What follows belongs to an exercise in optimizing a design on an open flow for small area, a short achievable clock period and few clock cycles per item; a production flow would make more cautious choices. Only simulation tests tie the RTL to the original design; equivalence was not proved. Power is estimated from default activity; no workload was simulated.

==> flow/design.v (excerpt) <==
module scalar_kalman_filter_unit (
    input  logic                                 i_clk,
    input  logic                                 i_rst_n,
    input  logic                                 i_in_valid,
    output logic                                 o_in_stall,
    input  logic signed [skf_pkg::VALUE_W-1:0]   i_sample,
    output logic                                 o_out_valid,
    input  logic                                 i_out_stall,
    output logic signed [skf_pkg::VALUE_W-1:0]   o_estimate,
    input  logic                                 i_cfg_we,
    input  logic [skf_pkg::CFG_IDX_W-1:0]        i_cfg_index,
    input  logic [skf_pkg::REG_W-1:0]            i_cfg_data
);
Size: about 3,400 cells after synthesis, about 110 I/O pins.
export LEC_CHECK = 0
export CAP_MARGIN = 20
export CORE_MARGIN = 2
export CORE_UTILIZATION = 50
export CTS_BUF_LIST = sky130_fd_sc_hd__clkbuf_8
export SLEW_MARGIN = 20
create_clock -name core_clock -period 12.0 [get_ports {i_clk}]
standard.sh (not shown) runs the stock make flow with config.mk's settings and CLKGATE_MAP_FILE= SYNTH_SCRIPT=/design/flow/synth_recipe.tcl, a recipe that flattens the netlist after the stock synthesis.
==> flow/flow/run.sh <==
#!/bin/bash
# Standard layout, with timing repair aiming for 7.5 ns of setup slack.
set -euo pipefail
bash standard.sh SETUP_SLACK_MARGIN=7.5 finish > flow_make.log 2>&1
The baseline completed with no timing, DRC or antenna violations.
Testbench counts at the start, summed over its fixed seeds: cycles 32,928, items 2,048.
Then changed:
==> flow/flow/run.sh (replaced) <==
#!/bin/bash
# Standard layout, with timing repair aiming for 7.75 ns of setup slack.
set -euo pipefail
bash standard.sh SETUP_SLACK_MARGIN=7.75 finish > flow_make.log 2>&1
CORE_UTILIZATION = 40   (was 50)
Outcome:
- The new run passed the timing, design-rule and antenna checks
- design area is higher by 6.3%
- sequential cell count does not change
- combinational power goes up by 4.0%
- synthesized area stays the same
- worst setup slack improved by 0.25 ns
- worst hold slack got worse by 0.0036 ns
- global-route usage came out lower by 7.8 points
- wire length falls by 4.1%
- power goes up by 4.9%
Then changed:
==> flow/flow/run.sh (replaced) <==
#!/bin/bash
# Standard layout, with timing repair aiming for 7.5 ns of setup slack.
set -euo pipefail
bash standard.sh SETUP_SLACK_MARGIN=7.5 finish > flow_make.log 2>&1
The changed run went through all stages and came out clean.
Cell area shrinks by about 6%.
Non-clock buffer count fell by 116.
Core utilization is lower by 3.0 points.
Cell count went down by 2.6%.
Via count goes down by about 3%.
Die area stays the same.
Wire length decreases by 5.8%.
Worst setup slack got worse by 0.060 ns.
Total power goes down by about 9%.
Critical path depth decreases by 4.

---

Another version of the RTL of scalar_kalman_filter_unit (not shown whole).
For scale: about 3800 cells after synthesis, about 390 flip-flops, about 35000 um2 of cells after synthesis.
Settings: LEC_CHECK=0, CAP_MARGIN=20, CORE_MARGIN=2, CORE_UTILIZATION=40, SLEW_MARGIN=20; clock period 12.0 ns.
==> flow/flow/run.sh <==
#!/bin/bash
# Standard layout, with timing repair aiming for 8 ns of setup slack.
set -euo pipefail
bash standard.sh SETUP_SLACK_MARGIN=8 finish > flow_make.log 2>&1
The first run completed without violations.
Testbench counts at the start, summed over its fixed seeds: cycles 32,928, items 2,048.
Then changed:
==> flow/flow/run.sh (replaced) <==
#!/bin/bash
# Standard layout, with timing repair aiming for 7 ns of setup slack.
set -euo pipefail
bash standard.sh SETUP_SLACK_MARGIN=7 finish > flow_make.log 2>&1
Settings changed: CTS_BUF_LIST from default to sky130_fd_sc_hd__clkbuf_8.
=> Power drops by about a fifth; synthesized area stays the same; clock power falls by roughly a tenth; maximum frequency falls by roughly a tenth.
Then changed:
==> flow/flow/run.sh (replaced) <==
#!/bin/bash
# Standard layout, with timing repair aiming for 6 ns of setup slack.
set -euo pipefail
bash standard.sh SETUP_SLACK_MARGIN=6 finish > flow_make.log 2>&1
Settings changed: CORE_UTILIZATION 40 to 60, CTS_BUF_LIST sky130_fd_sc_hd__clkbuf_8 to default, PLACE_DENSITY from default to 0.75.
After rerunning: Core utilization rose by 21 points. Worst setup slack degrades by 760 ps. Combinational power fell by about 3%. Cell area fell by 2.5%. Routed wire length fell by 5.9%. Clock-buffer cell count fell by 32. Power fell by 2.0%. Critical path depth rose by 1. Die area fell by 33%.
Then changed:
==> flow/flow/run.sh (replaced) <==
#!/bin/bash
# Standard layout, with timing repair aiming for 7 ns of setup slack.
set -euo pipefail
bash standard.sh SETUP_SLACK_MARGIN=7 finish > flow_make.log 2>&1
Settings changed: CORE_UTILIZATION 60 to 40, PLACE_DENSITY 0.75 to default.
Fmax goes up by 16%.
Wire length goes up by 6.1%.
Worst hold slack is better by 4.9 ps.

[afterwards: timing with drivers on the ports]
The flow's constraints put no driver on any port. The routed layouts listed below were extracted and timed again, unchanged, in two steps. Step 1 sets driving cells, clkbuf_16 on the clock port and buf_2 on the other inputs (assumed; they add their load-dependent delay and slew). Step 2 moves the port delays by t, midway between the first and last clock arrival at a register: inputs arrive t later, outputs are due t later. That takes back most of the time a late clock gives input paths. Three values: ideal ports, drivers, drivers and shift; two values: the first two.
| run | shift t [ns] | setup slack, ns | clock arrival spread, ns | worst register clock-pin slew, ns | worst slew at a driven data input, ns |
|---|---|---|---|---|---|
| the first run of note 1 | 0.710 | 7.405 / 7.405 / 7.405 | 0.045 / 0.045 | 0.07 / 0.07 | 0.09 |
| the second run of note 1 | 0.732 | 7.660 / 7.660 / 7.660 | 0.051 / 0.050 | 0.08 / 0.08 | 0.07 |
| the third run of note 1 | 0.723 | 7.600 / 7.600 / 7.600 | 0.051 / 0.050 | 0.07 / 0.07 | 0.07 |
| the first run of note 2 | 0.667 | 7.633 / 7.633 / 7.633 | 0.037 / 0.037 | 0.07 / 0.07 | 0.05 |
| the second run of note 2 | 0.749 | 7.174 / 7.174 / 7.174 | 0.044 / 0.044 | 0.07 / 0.07 | 0.07 |
| the third run of note 2 | 0.662 | 6.412 / 6.412 / 6.412 | 0.028 / 0.028 | 0.07 / 0.07 | 0.08 |
| the fourth run of note 2 | 0.666 | 7.178 / 7.178 / 7.178 | 0.025 / 0.026 | 0.07 / 0.07 | 0.07 |
After both steps every run listed still meets setup and hold.
